Background: an optimization exercise with open tools, aiming at small area, a short achievable clock period and few clock cycles per item. Do not read the settings as production practice.
In this exercise RTL edits were held to simulation tests only and were not proved equivalent to the original.

<file path="flow/run.sh">
#!/bin/bash
# synth_recipe.tcl (not shown) runs the flow's synth.tcl, then flattens the netlist and writes it again
# the make line also repeats each setting of config.mk as NAME=value (left out here)
make -C /OpenROAD-flow-scripts/flow DESIGN_CONFIG=/design/flow/config.mk WORK_HOME=/design/flow/orfs CLKGATE_MAP_FILE= SYNTH_SCRIPT=/design/flow/synth_recipe.tcl finish
</file>
<file path="flow/config.mk">
export PLATFORM = sky130hd
export DESIGN_NAME = redmule_mx_encoder
export DESIGN_NICKNAME = redmule_mx_encoder
export VERILOG_FILES = /design/flow/design.v
export SDC_FILE = /design/flow/constraint.sdc
export NUM_CORES = 8
export LEC_CHECK = 0
export CAP_MARGIN = 20
export CORE_MARGIN = 2
export CORE_UTILIZATION = 20
export PLACE_DENSITY = 0.35
export SLEW_MARGIN = 20
</file>
<file path="flow/constraint.sdc">
create_clock -name core_clock -period 55.0 [get_ports {clk_i}]
set_input_delay 11.0000 -clock core_clock [delete_from_list [all_inputs] [get_ports {clk_i}]]
set_output_delay 11.0000 -clock core_clock [all_outputs]
set_load 0.01 [all_outputs]
</file>
<file path="flow/design.v">
module redmule_mx_encoder #(
  parameter int DATA_W = 256,
  parameter int BITW = 16,
  parameter int NUM_LANES = 8
) (
  input logic clk_i,
  input logic rst_i,
  input logic fp16_valid_i,
  output logic fp16_ready_o,
  input logic [NUM_LANES*BITW-1:0] fp16_data_i,
  output logic mx_val_valid_o,
  input logic mx_val_ready_i,
  output logic [DATA_W-1:0] mx_val_data_o,
  output logic mx_exp_valid_o,
  input logic mx_exp_ready_i,
  output logic [7:0] mx_exp_data_o
);
  localparam int NUM_ELEMS = DATA_W / 8;
  localparam int NUM_BEATS = NUM_ELEMS / NUM_LANES;
  localparam int CW = NUM_BEATS > 1 ? $clog2(NUM_BEATS) : 1;
  typedef enum logic [1:0] {S_COLLECT, S_MAX, S_CONV, S_OUT} state_t;
  state_t r_state, w_next;
  logic [CW-1:0] r_cnt;
  logic [15:0] r_buf [NUM_ELEMS];
  logic [5:0] r_kmax, w_kmax;
  logic r_special, w_special, w_nz;
  logic r_val_v, r_exp_v;
  logic [DATA_W-1:0] r_val;
  logic [7:0] r_exp;
  logic w_acc, w_last, w_val_done, w_exp_done;
  function automatic logic [5:0] k_of(input logic [15:0] x);
    k_of = 6'(x[14:10]) + 6'd9;
    if (x[14:10] == 5'd0)
      for (int i = 0; i < 10; i++) if (x[i]) k_of = 6'(i);
  endfunction
  function automatic logic [7:0] enc(input logic [15:0] x, input logic [5:0] kmax);
    logic [29:0] v;
    logic [4:0] q;
    logic [6:0] cm;
    logic g, st;
    int sh, pos, s, c;
    sh = int'(x[14:10] == 5'd0 ? 5'd1 : x[14:10]) - int'(kmax) + 28;
    v = sh < 0 ? '0 : 30'({x[14:10] != 5'd0, x[9:0]}) << sh;
    pos = 15;
    for (int i = 16; i < 30; i++) if (v[i]) pos = i;
    s = pos - 3;
    q = 5'(v >> s);
    g = v[s-1];
    st = |(v & ((30'd1 << (s - 1)) - 30'd1));
    c = (pos - 15) * 8 + int'(q + 5'(g & (st | q[0])));
    cm = c > 126 ? 7'd126 : c[6:0];
    enc = {x[15], cm};
  endfunction
  assign w_acc = fp16_valid_i && r_state == S_COLLECT;
  assign w_last = r_cnt == CW'(NUM_BEATS - 1);
  assign w_val_done = !r_val_v || mx_val_ready_i;
  assign w_exp_done = !r_exp_v || mx_exp_ready_i;
  assign fp16_ready_o = r_state == S_COLLECT;
  assign mx_val_valid_o = r_val_v;
  assign mx_exp_valid_o = r_exp_v;
  assign mx_val_data_o = r_val;
  assign mx_exp_data_o = r_exp;
  always_comb begin
    w_kmax = '0;
    w_nz = 1'b0;
    w_special = 1'b0;
    for (int i = 0; i < NUM_ELEMS; i++) begin
      if (r_buf[i][14:0] != 15'd0 && k_of(r_buf[i]) > w_kmax) w_kmax = k_of(r_buf[i]);
      w_nz = w_nz | (r_buf[i][14:0] != 15'd0);
      w_special = w_special | (&r_buf[i][14:10]);
    end
  end
  always_ff @(posedge clk_i) begin
    if (rst_i) r_state <= S_COLLECT;
    else r_state <= w_next;
  end
  always_comb begin
    w_next = r_state;
    case (r_state)
      S_COLLECT: w_next = w_acc && w_last ? S_MAX : S_COLLECT;
      S_MAX: w_next = S_CONV;
      S_CONV: w_next = S_OUT;
      default: w_next = w_val_done && w_exp_done ? S_COLLECT : S_OUT;
    endcase
  end
  always_ff @(posedge clk_i) begin
    if (w_acc)
      for (int l = 0; l < NUM_LANES; l++)
        r_buf[NUM_LANES*int'(r_cnt) + l] <= fp16_data_i[BITW*l +: 16];
  end
  always_ff @(posedge clk_i) begin
    if (rst_i) begin
      r_cnt <= '0;
      r_val_v <= 1'b0;
      r_exp_v <= 1'b0;
      r_val <= '0;
      r_exp <= '0;
      r_kmax <= '0;
      r_special <= 1'b0;
    end else begin
      if (w_acc) r_cnt <= w_last ? '0 : r_cnt + 1'b1;
      if (r_state == S_MAX) begin
        r_kmax <= w_kmax;
        r_special <= w_special;
        r_exp <= w_special ? 8'hFF : w_nz ? 8'(w_kmax) + 8'd95 : 8'h00;
      end
      if (r_state == S_CONV) begin
        for (int i = 0; i < NUM_ELEMS; i++)
          r_val[8*i +: 8] <= r_special ? 8'h7F : enc(r_buf[i], r_kmax);
        r_val_v <= 1'b1;
        r_exp_v <= 1'b1;
      end
      if (r_val_v && mx_val_ready_i) r_val_v <= 1'b0;
      if (r_exp_v && mx_exp_ready_i) r_exp_v <= 1'b0;
    end
  end
endmodule
</file>
==> notes.md, run 1 <==
Core Footprint 0.862 mm2; CP Data Required Time 55.86 ns; H-tree Lvls 3; initial core utilization 20.1%; Setup-failing EPs final 0; DR vias 207000; Fmax achieved 19.2 MHz; Slowest Stage Delay on Critical Path 0.66 ns; Worst R2R Setup Slack 2.82 ns; Final ANT Viol Nets 0; die area 0.873 mm2; area delta synth->final 12.4%; Synth Area in Compound Gates 35.9%; Num CTS Buffers 122; Post-Syn Instances 24800; multi-input logic area 0.144 mm2; synthesized area 0.173 mm2; Worst EP arrival 53.03 ns; clock sink count 789; gpl congestion 0.950; family with the most delay on the worst path compound AO/OA/AOI/OAI gates; die height 934 um; Hold Crit Class reg2reg; Post-synth ARST share 0%; sequential-to-total area share from yosys stat 12.1%; Post-synth EDFFs 512; routed wire length per instance 26.8 um; num ports 400; run status complete, no violations; Adder-Cell Fraction of Synth Area 5.25%; mux contribution to synthesized area 9.53%; pin count of the biggest net entering global routing 61; Worst-Margin Slew 1.28 ns; Yosys cell types 164; Pre-Repair DR Iteration Count 7; yosys warns 1; fin nets 25200; Mean Syn Cell Area 6.98 um2; CTS Hold Bufs 0; Overall Global Routing Usage 20.7%; CP dominant cell by count ha_1; final critical-path setup slack 2.82 ns; Longest Clk Path Bufs 4; fin. max-slew vios 0; CP max-delay cell a211oi_1; Max Cap Viol 0; # rows 341; Post-DP HPWL 767000 um; CP startpoint kind flip-flop; first-pass GRT wire length 1390000 um; Worst-Skew Late Latency 1.02 ns; CTS Root Cell clkbuf_16; Worst setup EP type flip-flop; part of the cycle the worst path needs 94.9%; Mapped Nets 25600; register area 0.0209 mm2; post-synthesis xor/xnor area fraction 3.81%; pre-CTS setup slack -1.22 ns; Die W 934 um; Crit Path Category reg2reg; gr ovfl total 0; Vias/cell 5.74; vias in the first global route 193000; largest family of logic cells by synthesized area compound AO/OA/AOI/OAI gates; final hold violations 0; Slew headroom 14.8%; fill count 96700; DRC 0; final wirelength 964000 um; Port Buffers 399; CTS tree built; critical path peak fanout 15; Setup Skew 0.117 ns; fin crit period 52.18 ns; synthesized flop and latch total 789; worst path buffer plus inverter count 34; Post-Synth Simple-Gate Area 28.2%; top_reg_cell synth edfxtp_1; layout cells sized above 1 8.71%; clock-pin slew on the worst setup and hold paths 0.07 ns; initial DRC count 22100; initial antenna violation count 171
per-stage QoR:
step           utilization (%)  hold WS (ns)  TNS (ns)  instance area (um2)  cells
2_1_floorplan                -         0.448         0               173000  24800
3_3_place_gp              22.0         0.456    -20.29               190000  35700
3_5_place_dp              22.0         0.464    -12.49               190000  35700
4_1_cts                   22.5         0.480         0               194000  35900
5_1_grt                   22.6         0.498   -0.0896               194000  36000
6_report                  22.6         0.473         0               195000  36000
worst register-to-register path: cells and delay by family, from the launching register on:
| family | cells | cell delay [ns] |
|---|---|---|
| flops | 1 | 0.42 |
| compound gates | 112 | 23.19 |
| mux | 5 | 1.74 |
| buf+inv | 34 | 5.61 |
| fa+ha+maj | 32 | 9.18 |
| simple gates | 73 | 11.93 |
placed cells by master (no fill, tap or decap), types with 124 or more instances in the layout:
master / instances
mux2_2: 365
nand3_1: 984
a31oi_1: 379
a311oi_1: 142
a22oi_1: 124
and2_1: 328
mux4_2: 188
nor4_1: 304
clkbuf_16: 124
a211oi_1: 622
or3_1: 299
a21boi_0: 134
or2_2: 184
a21o_1: 361
o21a_1: 275
nor3_1: 1097
ha_1: 674
xnor2_1: 355
nor2b_1: 208
o21ai_0: 1494
inv_1: 677
o221ai_1: 127
a21oi_1: 1743
o21ai_1: 158
o22ai_1: 301
nand2_1: 2520
o211ai_1: 475
edfxtp_1: 512
clkdlybuf4s50_1: 398
and3_1: 297
buf_4: 546
nor2_1: 2756
o31ai_1: 253
or4_1: 124
a211o_1: 183
dfxtp_1: 274
mux2i_1: 803
xor2_1: 227
nand2b_1: 222
nand4_1: 290
flip-flops by register name (all words and copies together) (netlist names):
register	count
r_exp	8
r_kmax	6
r_buf	512
r_exp_v	1
r_val_v	1
r_val	256
r_cnt	2
r_state	2
r_special	1
kinds of logic after synthesis:
| kind of cell | count (synthesis) |
|---|---|
| compound gates | 8884 |
| xor+xnor | 662 |
| fa+ha+maj | 707 |
| buf+inv | 2293 |
| flops | 789 |
| mux | 1364 |
| simple gates | 10100 |
layer usage:
metal | share of wire (%) | global-route usage [%]
met5 | 0.046 | 0
met1 | 45 | 28.6
met2 | 45 | 33.1
met3 | 6.7 | 3.07
met4 | 3.5 | 6.44
layout make-up:
| class | instances | share of cell area (%) |
|---|---|---|
| Antenna cell | 63 | 0.0810 |
| Clock buffer | 135 | 1.62 |
| Clock inverter | 87 | 0.473 |
| Inverter | 772 | 1.50 |
| Multi-Input combinational cell | 21700 | 74.0 |
| Sequential cell | 789 | 10.8 |
| Tap cell | 11500 | 7.39 |
| Timing Repair Buffer | 955 | 4.22 |
synthesized netlist by cell type, drive strengths merged, types with 485 or more instances:
master  number  area share, %
a211oi     662            3.0
nand3      987            2.9
nor2      2770            6.0
nand2     2528            5.5
clkbuf    1221            2.6
a21oi     1778            5.2
ha         675            4.9
mux2i      810            4.7
inv        723            1.6
o211ai     485            2.1
o21ai     1680            4.9
edfxtp     512            8.9
nor3      1127            3.3
repair_timing:
action	4_1_cts	5_1_grt
pin swaps	2	6
endpoints found under the hold margin	0	0
setup buffers	5	23
endpoints found under the setup margin	14	14
resized for setup	14	67
worst paths after layout:
check,depth (start not counted),start,endpoint
max,256,r_buf[0][11],r_exp[7]
min,2,r_buf[4][15],r_val[39]
max reg2reg,256,r_buf[0][11],r_exp[7]
min reg2reg,2,r_buf[4][15],r_val[39]
Testbench counts, summed over its fixed seeds: cycles 3,584, blocks 512.
==> inputs of run 2 (changes only) <==
==> flow/design.v (replaced) <==
module redmule_mx_encoder #(
  parameter int DATA_W = 256,
  parameter int BITW = 16,
  parameter int NUM_LANES = 8
) (
  input logic clk_i,
  input logic rst_i,
  input logic fp16_valid_i,
  output logic fp16_ready_o,
  input logic [NUM_LANES*BITW-1:0] fp16_data_i,
  output logic mx_val_valid_o,
  input logic mx_val_ready_i,
  output logic [DATA_W-1:0] mx_val_data_o,
  output logic mx_exp_valid_o,
  input logic mx_exp_ready_i,
  output logic [7:0] mx_exp_data_o
);
  localparam int EW = 12;
  logic [NUM_LANES*EW-1:0] w_norm;
  logic [NUM_LANES*EW-1:0] r_c, r_d;
  logic [127:0] r_a, r_b;
  logic [11:0] w_el [32];
  logic [255:0] w_enc;
  logic [5:0] w_kmax, w_kb;
  logic [31:0] w_alive [7];
  logic [31:0] w_col [6];
  logic w_special;
  logic [1:0] r_cnt, w_cnt;
  logic r_full, w_full, r_rdy, w_rdy, r_val_v, w_val_v, r_exp_v, w_exp_v;
  logic [7:0] r_exp;
  logic w_acc, w_go;
  function automatic logic [EW-1:0] norm(input logic [15:0] x);
    logic [5:0] k1;
    logic [4:0] f;
    logic [9:0] t;
    k1 = 6'(x[14:10]) + 6'd30;
    f = {x[9:6], |x[5:0]};
    if (x[14:10] == 5'd0) begin
      k1 = '0;
      f = '0;
      for (int p = 0; p < 10; p++)
        if (x[p]) begin
          k1 = 6'(p + 21);
          t = 10'(x[9:0] << (10 - p));
          f = {t[9:6], |t[5:0]};
        end
    end
    norm = {x[15], k1, f};
  endfunction
  function automatic logic [7:0] enc(input logic [EW-1:0] el, input logic [5:0] kb);
    logic [5:0] j;
    logic [4:0] g;
    logic co, rnd, nrm, sat;
    logic [2:0] lo;
    logic [3:0] sub;
    logic [6:0] c;
    co = &el[4:1];
    g = co ? 5'd0 : el[4:0];
    j = el[10:5] + kb + 6'(co);
    rnd = g[1] & (g[0] | g[2]);
    lo = g[4:2] + 3'(rnd);
    nrm = !j[5] && (j[4] ? j[3:0] == 4'd0 : j[3:0] != 4'd0);
    sat = j[4] || (j[3:0] == 4'hF && lo == 3'd7);
    case (j)
      6'd0: sub = 4'd4 + 4'(g[4:3]) + 4'(g[2] & (g[1] | g[0] | g[3]));
      6'd63: sub = 4'd2 + 4'(g[4]) + 4'(g[3] & ((|g[2:0]) | g[4]));
      6'd62: sub = 4'd1 + 4'(g[4]);
      6'd61: sub = 4'(|g);
      default: sub = 4'd0;
    endcase
    c = nrm ? (sat ? 7'd126 : {j[3:0], lo}) : {3'b000, sub};
    enc = {el[11], c};
  endfunction
  always_comb
    for (int l = 0; l < NUM_LANES; l++) w_norm[EW*l +: EW] = norm(fp16_data_i[BITW*l +: BITW]);
  always_comb
    for (int l = 0; l < NUM_LANES; l++) begin
      w_el[l] = r_c[EW*l +: EW];
      w_el[8 + l] = r_d[EW*l +: EW];
      w_el[16 + l] = r_a[EW*l +: EW];
      w_el[24 + l] = r_b[EW*l +: EW];
    end
  always_comb
    for (int b = 0; b < 6; b++)
      for (int i = 0; i < 32; i++) w_col[b][i] = w_el[i][5 + b];
  assign w_alive[6] = '1;
  always_comb
    for (int b = 5; b >= 0; b--) begin
      w_kmax[b] = |(w_alive[b + 1] & w_col[b]);
      w_alive[b] = w_alive[b + 1] & (w_col[b] | {32{!w_kmax[b]}});
    end
  assign w_special = w_kmax == 6'd61;
  assign w_kb = w_kmax == 6'd0 ? 6'd32 : 6'd15 - w_kmax;
  always_comb
    for (int i = 0; i < 32; i++) w_enc[8*i +: 8] = w_special ? 8'h7F : enc(w_el[i], w_kb);
  assign w_acc = fp16_valid_i && r_rdy;
  assign w_go = r_full && !r_exp_v;
  always_comb begin
    w_cnt = r_cnt + 2'(w_acc);
    w_full = (r_full && !w_go) || (w_acc && r_cnt == 2'd3);
    w_val_v = w_go || (r_val_v && !mx_val_ready_i);
    w_exp_v = w_go || (r_exp_v && !mx_exp_ready_i);
    case (w_cnt)
      2'd0: w_rdy = !w_full || !w_exp_v;
      2'd1: w_rdy = 1'b1;
      default: w_rdy = !w_val_v;
    endcase
  end
  always_ff @(posedge clk_i) begin
    if (rst_i) begin
      r_cnt <= '0;
      r_full <= 1'b0;
      r_rdy <= 1'b1;
      r_val_v <= 1'b0;
      r_exp_v <= 1'b0;
    end else begin
      r_cnt <= w_cnt;
      r_full <= w_full;
      r_rdy <= w_rdy;
      r_val_v <= w_val_v;
      r_exp_v <= w_exp_v;
    end
  end
  always_ff @(posedge clk_i) begin
    if (r_rdy && r_cnt == 2'd0) r_c <= w_norm;
    if (r_rdy && r_cnt == 2'd1) r_d <= w_norm;
    if (w_go) begin
      r_a <= w_enc[127:0];
      r_b <= w_enc[255:128];
    end else begin
      if (r_rdy && r_cnt == 2'd2) r_a[NUM_LANES*EW-1:0] <= w_norm;
      if (r_rdy && r_cnt == 2'd3) r_b[NUM_LANES*EW-1:0] <= w_norm;
    end
    if (w_go) r_exp <= w_special ? 8'hFF : w_kmax == 6'd0 ? 8'h00 : 8'(w_kmax) + 8'd74;
  end
  assign fp16_ready_o = r_rdy;
  assign mx_val_valid_o = r_val_v;
  assign mx_exp_valid_o = r_exp_v;
  assign mx_val_data_o = {r_b, r_a};
  assign mx_exp_data_o = r_exp;
endmodule
--- a/flow/config.mk
+++ b/flow/config.mk
@@ -7,6 +7,6 @@
 export LEC_CHECK = 0
-export CAP_MARGIN = 20
+export CAP_MARGIN = 0
 export CORE_MARGIN = 2
-export CORE_UTILIZATION = 20
-export PLACE_DENSITY = 0.35
-export SLEW_MARGIN = 20
+export CORE_UTILIZATION = 45
+export PLACE_DENSITY = 0.6
+export SLEW_MARGIN = 0
==> notes.md, run 2 <==
ANT cells 0 (-100%); most frequent standard cell in the layout excluding fill and tap cells nor2_1; Crit Path Category reg2reg; final hold violations 0 (unchanged); fin nets 5476 (-78%); CP startpoint kind flip-flop; first-pass GRT wire length 244000 um (-82%); fin. max-slew vios 0 (unchanged); Die W 303 um (-68%); Slowest Stage Delay on Critical Path 0.78 ns (+0.12 ns); initial antenna violation count 8 (-95%); Setup Skew 0.0264 ns (-0.0905 ns); Top Metal Used met5; Overall Global Routing Usage 35.8% (+15 points); register area 0.0138 mm2 (-34%); clock sink count 462 (-41%); met2 WL post-DR 73400 um (-83%); Worst-Margin Slew 1.05 ns (-0.232 ns); biggest regs r_a: 128 flops, r_b: 128 flops; CP Data Required Time 55.39 ns (-0.47 ns); critical path peak fanout 73 (+58); Post-synth EDFFs 456 (-11%); Num CTS Buffers 58 (-52%); CTS-repair resized insts 0 (-14); Vias/cell 6.34 (+10%); gr ovfl total 0 (unchanged); CTS tree built; post-CTS setup buffer count 0 (-5); dominant cells by area after synthesis edfxtp_1 34%, a21oi_1 6.5%, ha_1 6.4%; area delta synth->final 17.3%; top-area cell type share of the netlist area 34.1% (+25 points); synthesized flop and latch total 462 (-41%); Worst EP arrival 13.85 ns (-39.18 ns); top_reg_cell synth edfxtp_1; Hold Crit Class reg2reg; pin count of the biggest net entering global routing 74 (+21%); part of the cycle the worst path needs 24.5% (-70 points); Finished Core Util 53.3% (+31 points); Mapped Nets 5190 (-80%); yosys warns 4 (+3); M1 wire length 70300 um (-84%); Post-synth ARST share 0% (unchanged); fin crit period 13.46 ns (-38.71 ns); RSZ-0062 raised after global routing false; layout cells sized above 1 4.06% (-4.6 points); CP max-delay cell nor4_1; CTS Hold Bufs 0 (unchanged); commonest cells after routing, fill and taps aside 581 x nor2_1, 519 x a21oi_1, 456 x edfxtp_1, 399 x clkdlybuf4s50_1, 373 x o21ai_0; gpl congestion 1.06 (+11%); Final ANT Viol Nets 0 (unchanged); Sum Neg Setup Slack 0 ns (unchanged); DRC 0 (unchanged); fill count 8276 (-91%); Worst-Skew Late Latency 0.66 ns (-0.36 ns); DR vias 39800 (-81%); Port Buffers 399 (unchanged); final wirelength 168000 um (-83%); H-tree Lvls 2 (-1); Slew headroom 29.6% (+15 points); run status complete, no violations; Setup-failing EPs final 0 (unchanged); DP Cell Count 6180 (-83%); Worst setup EP type flip-flop; Mean Syn Cell Area 8.39 um2 (+20%); CTS Root Cell clkbuf_16; Post-DP HPWL 128000 um (-83%); synthesized area 0.0402 mm2 (-77%); clock-pin slew on the worst setup and hold paths 0.06 ns (about the same); die area 0.0917 mm2 (-90%); die height 303 um (-68%); Core Footprint 0.0884 mm2 (-90%); vias in the first global route 36400 (-81%); num ports 400 (unchanged); Synth area leader edfxtp_1; Longest Clk Path Bufs 3 (-1); Max Cap Viol 0 (unchanged); Pre-Repair DR Iteration Count 6 (-1); Fmax achieved 74.3 MHz (+290%); Post-Syn Instances 4789 (-81%); Yosys cell types 89 (-46%); Non-Filler Instances 6288 (-83%); routed wire length per instance 26.7 um (-0.38%); initial core utilization 45.5% (+25 points); initial DRC count 5174 (-77%); # rows 109 (-68%); Post-synth top cells 585 x nor2_1, 519 x a21oi_1, 456 x edfxtp_1, 374 x o21ai_0, 332 x inv_1; met3 WL post-DR 16800 um (-74%); multi-input logic area 0.0243 mm2 (-83%); sequential-to-total area share from yosys stat 34.4% (+22 points); most common cell in the netlist nor2_1
run 2: cell count changes after synthesis, moves of 895 or more:
cell,previous run,this run
a21oi_1,1747,519
nor3_1,1105,108
nor2_1,2764,585
o21ai_0,1519,374
nand3_1,987,92
nand2_1,2523,322
clkbuf_1,1218,175
run 2: final timing paths:
path	startpoint	endpoint	slack, ns	cells after the start
hold reg to reg	r_d[95]	r_a[127]	0.51	1
hold / removal	r_d[95]	r_a[127]	0.51	1
setup reg to reg	r_a[46]	r_a[72]	41.54	39
setup / recovery	r_a[46]	r_a[72]	41.54	39
run 2: cell type report:
cell class	instances	share of cell area (%)
clock buffer	70	3.22
tap	1165	3.09
multi-input combinational	3777	51.6
clock inverter	38	0.895
sequential	462	29.3
timing repair buffer	443	9.18
inverter	333	2.66
run 2: through the flow:
stage / setup WS, ns / hold WS, ns / instance area, um2
floorplan: 41.95 / 0.467 / 40200
global placement: 41.11 / 0.491 / 45200
detailed placement: 41.09 / 0.508 / 45200
CTS: 41.72 / 0.506 / 47100
global route: 41.18 / 0.526 / 47100
finish: 41.54 / 0.510 / 47100
run 2: cells by family (layout without fill, tap and decap cells):
logic type	Yosys count	after routing	synth area share [%]
XOR/XNOR	212	212	5.04
flip-flops	462	462	34.4
multiplexers	56	56	1.42
AO/OA/AOI/OAI	1524	1524	23.0
AND/OR/NAND/NOR	1712	1712	21.1
adder cells (fa/ha/maj)	273	273	9.67
buffers and inverters	550	884	5.35
run 2: critical path: cells and delay by family (launching register included):
kind                     cells  cell delay (ns)
flip-flops                   1             0.65
AND/OR/NAND/NOR             17             6.01
buffers and inverters        5             1.71
adder cells (fa/ha/maj)      2             0.91
multiplexers                 1             0.16
AO/OA/AOI/OAI               13             3.08
XOR/XNOR                     1             0.56
run 2: per-layer routing:
layer / vias up / track usage [%]
met4: 4 / 14.0
met1: 19100 / 49.8
li1: 18300 / -
met3: 366 / 7.10
met5: - / 0
met2: 2073 / 54.8
Testbench counts of run 2, summed over its fixed seeds: cycles 2,064, blocks 512.
==> inputs of run 3 (changes only) <==
--- a/flow/config.mk
+++ b/flow/config.mk
@@ -7,6 +7,6 @@
 export LEC_CHECK = 0
-export CAP_MARGIN = 0
+export CAP_MARGIN = 20
 export CORE_MARGIN = 2
-export CORE_UTILIZATION = 45
-export PLACE_DENSITY = 0.6
-export SLEW_MARGIN = 0
+export CORE_UTILIZATION = 20
+export PLACE_DENSITY = 0.35
+export SLEW_MARGIN = 20
==> notes.md, run 3 <==
run status complete, no violations; Synth area leader edfxtp_1; initial DRC count 3594 (-31%); CTS-repair resized insts 0 (unchanged); DR vias 39500 (-0.91%); top-area cell type share of the netlist area 34.1% (unchanged); part of the cycle the worst path needs 25.4% (+0.96 points); synthesized flop and latch total 462 (unchanged); fin crit period 13.99 ns (+0.528 ns); pre-CTS setup slack 40.81 ns (-0.273 ns); CP dominant cell by count buf_4; biggest regs r_a: 128 flops, r_b: 128 flops; # rows 164 (+50%); clock sink count 462 (unchanged); Placement Cell Area 0.0472 mm2 (+4.6%); met1 Resource Use GR 26.7% (-23 points); Slew headroom 14.0% (-16 points); Mean Syn Cell Area 8.39 um2 (unchanged); layout cells sized above 1 4.96% (+0.90 points); H-tree Lvls 3 (+1); Yosys cell types 89 (unchanged); Final Cell Area 0.0496 mm2 (+5.3%); Worst EP arrival 14.34 ns (+0.49 ns); Fmax achieved 71.5 MHz (-3.8%); Overall Global Routing Usage 20.4% (-15 points); Setup Skew 0.0407 ns (+0.0143 ns); Sum Neg Setup Slack 0 ns (unchanged); multi-input logic area 0.0244 mm2 (+0.18%); Setup-failing EPs final 0 (unchanged); CTS Hold Bufs 0 (unchanged); Pre-Repair DR Iteration Count 5 (-1); register area 0.0138 mm2 (unchanged); CP Data Required Time 55.35 ns (-0.04 ns); worst path buffer plus inverter count 9 (+4); met3 usage 2.87% (-4.2 points); most common cell in the netlist nor2_1; CTS tree built; Post-synth EDFFs 456 (unchanged); vias in the first global route 37800 (+4.0%); commonest cells after routing, fill and taps aside 581 x nor2_1, 517 x a21oi_1, 456 x edfxtp_1, 399 x clkdlybuf4s50_1, 371 x o21ai_0; Slowest Stage Delay on Critical Path 0.83 ns (+0.05 ns); first-pass GRT wire length 297000 um (+22%); die area 0.204 mm2 (+120%); clock-pin slew on the worst setup and hold paths 0.06 ns (about the same); die height 452 um (+49%); Crit Path Category reg2reg; final hold violations 0 (unchanged); family with the most delay on the worst path simple AND/OR/NAND/NOR gates; Vias/cell 5.05 (-20%); pin count of the biggest net entering global routing 61 (-18%); dominant cells by area after synthesis edfxtp_1 34%, a21oi_1 6.5%, ha_1 6.4%; Die W 452 um (+49%); Hold Crit Class reg2reg; Port Buffers 399 (unchanged); Finished Core Util 24.9% (-28 points); DRC 0 (unchanged); Worst setup EP type flip-flop; synthesized area 0.0402 mm2 (unchanged); fin. max-slew vios 0 (unchanged); Longest Clk Path Bufs 3 (unchanged); Worst-Skew Late Latency 0.70 ns (+0.04 ns); Core Footprint 0.200 mm2 (+130%); Mapped Nets 5190 (unchanged); post-CTS setup buffer count 0 (unchanged); Post-synth top cells 585 x nor2_1, 519 x a21oi_1, 456 x edfxtp_1, 374 x o21ai_0, 332 x inv_1; Num CTS Buffers 71 (+22%); fin nets 5511 (+0.64%); initial antenna violation count 21 (+13); routing usage on met2 33.1% (-22 points); Post-synth ARST share 0% (unchanged); num ports 400 (unchanged); final critical-path setup slack 41.01 ns (-0.528 ns); fill count 21600 (+160%); top_reg_cell synth edfxtp_1; Final ANT Viol Nets 0 (unchanged); initial core utilization 20.1% (-25 points); RSZ-0062 raised after global routing false; area delta synth->final 23.5%; Most Crowded Layer GR met2; sequential-to-total area share from yosys stat 34.4% (unchanged); gr ovfl total 0 (unchanged); routed wire length per instance 27.5 um (+3.2%); final wirelength 215000 um (+28%); yosys warns 4 (unchanged); Post-DP HPWL 169000 um (+31%); Worst-Margin Slew 1.28 ns (+0.232 ns); critical path peak fanout 56 (-23%); CTS Root Cell clkbuf_16; Post-Syn Instances 4789 (unchanged); CP startpoint kind flip-flop; CP max-delay cell xnor2_1; gpl congestion 0.994 (-6.2%); most frequent standard cell in the layout excluding fill and tap cells nor2_1; Max Cap Viol 0 (unchanged)
## run 3: cell counts after synthesis
No cell type changed its count.
## run 3: metrics by stage
step	std cells	hold WS, ns
6_report	7822	0.511
5_1_grt	7820	0.539
4_1_cts	7819	0.508
3_5_place_dp	7693	0.507
3_3_place_gp	7693	0.505
2_1_floorplan	4789	0.467
## run 3: final timing paths
kind	start	endpoint	slack [ns]	cells past startpoint
max reg2reg	r_c[58]	r_b[113]	41.01	37
max	r_c[58]	r_b[113]	41.01	37
min	r_d[95]	r_a[127]	0.51	1
min reg2reg	r_d[95]	r_a[127]	0.51	1
## run 3: per-layer routing
layer	vias up	routed length [um]	part of all wire, %
li1	18300	-	-
met1	19500	94100	44
met2	1381	99300	46
met3	296	11800	5.5
met4	6	10200	4.7
met5	-	38	0.018
## run 3: area by class of cell
cell class	instances	share of cell area [%]
Clock buffer	83	3.80
Multi-Input combinational cell	3777	49.1
Inverter	333	2.53
Timing Repair Buffer	465	9.05
Clock inverter	43	0.938
Antenna cell	3	0.0151
Tap cell	2656	6.70
Sequential cell	462	27.8
## run 3: logic make-up after synthesis
kind of cell,Yosys count,share of synthesized area (%)
mux,56,1.42
simple gates,1712,21.1
fa+ha+maj,273,9.67
flops,462,34.4
buf+inv,550,5.35
compound gates,1524,23.0
xor+xnor,212,5.04
## run 3: worst reg2reg max path: cells and delay by family (launching register included)
kind,cells,cell delay [ns]
AO/OA/AOI/OAI,12,3.23
adder cells (fa/ha/maj),1,0.40
AND/OR/NAND/NOR,13,5.32
buffers and inverters,9,3.06
XOR/XNOR,2,1.06
flip-flops,1,0.55

## static timing again, ports no longer ideal
Ports are ideal in the flow. The routed layouts listed here were re-timed in OpenROAD.
Step 1 (the two cells are an assumption about what drives the block):
set clk [get_ports {clk_i}]
set_driving_cell -lib_cell sky130_fd_sc_hd__clkbuf_16 $clk
set_driving_cell -lib_cell sky130_fd_sc_hd__buf_2 [delete_from_list [all_inputs] $clk]
Step 2 moves the port delays by t, midway between the first and last clock arrival at a register: inputs arrive t later, outputs are due t later. That takes back most of the time a late clock gives input paths.
a / b / c = ideal ports / drivers / drivers and shift; a / b = the first two.
| run | shift t [ns] | setup WS [ns] | latest minus earliest clock arrival (ns) | worst register clock-pin slew, ns | pins driven straight from the clock port |
|---|---|---|---|---|---|
| run 1 | 1.125 | 2.825 / 2.825 / 2.825 | 0.122 / 0.122 | 0.08 / 0.08 | 1 |
| run 2 | 0.726 | 41.538 / 41.538 / 40.984 | 0.027 / 0.027 | 0.07 / 0.07 | 1 |
| run 3 | 0.768 | 41.010 / 41.010 / 40.844 | 0.040 / 0.041 | 0.06 / 0.06 | 1 |
After both steps every run listed still meets setup and hold. For run 2, which loses most, drivers alone change the setup slack by 0.000 ns; drivers and shift together by -0.554 ns.
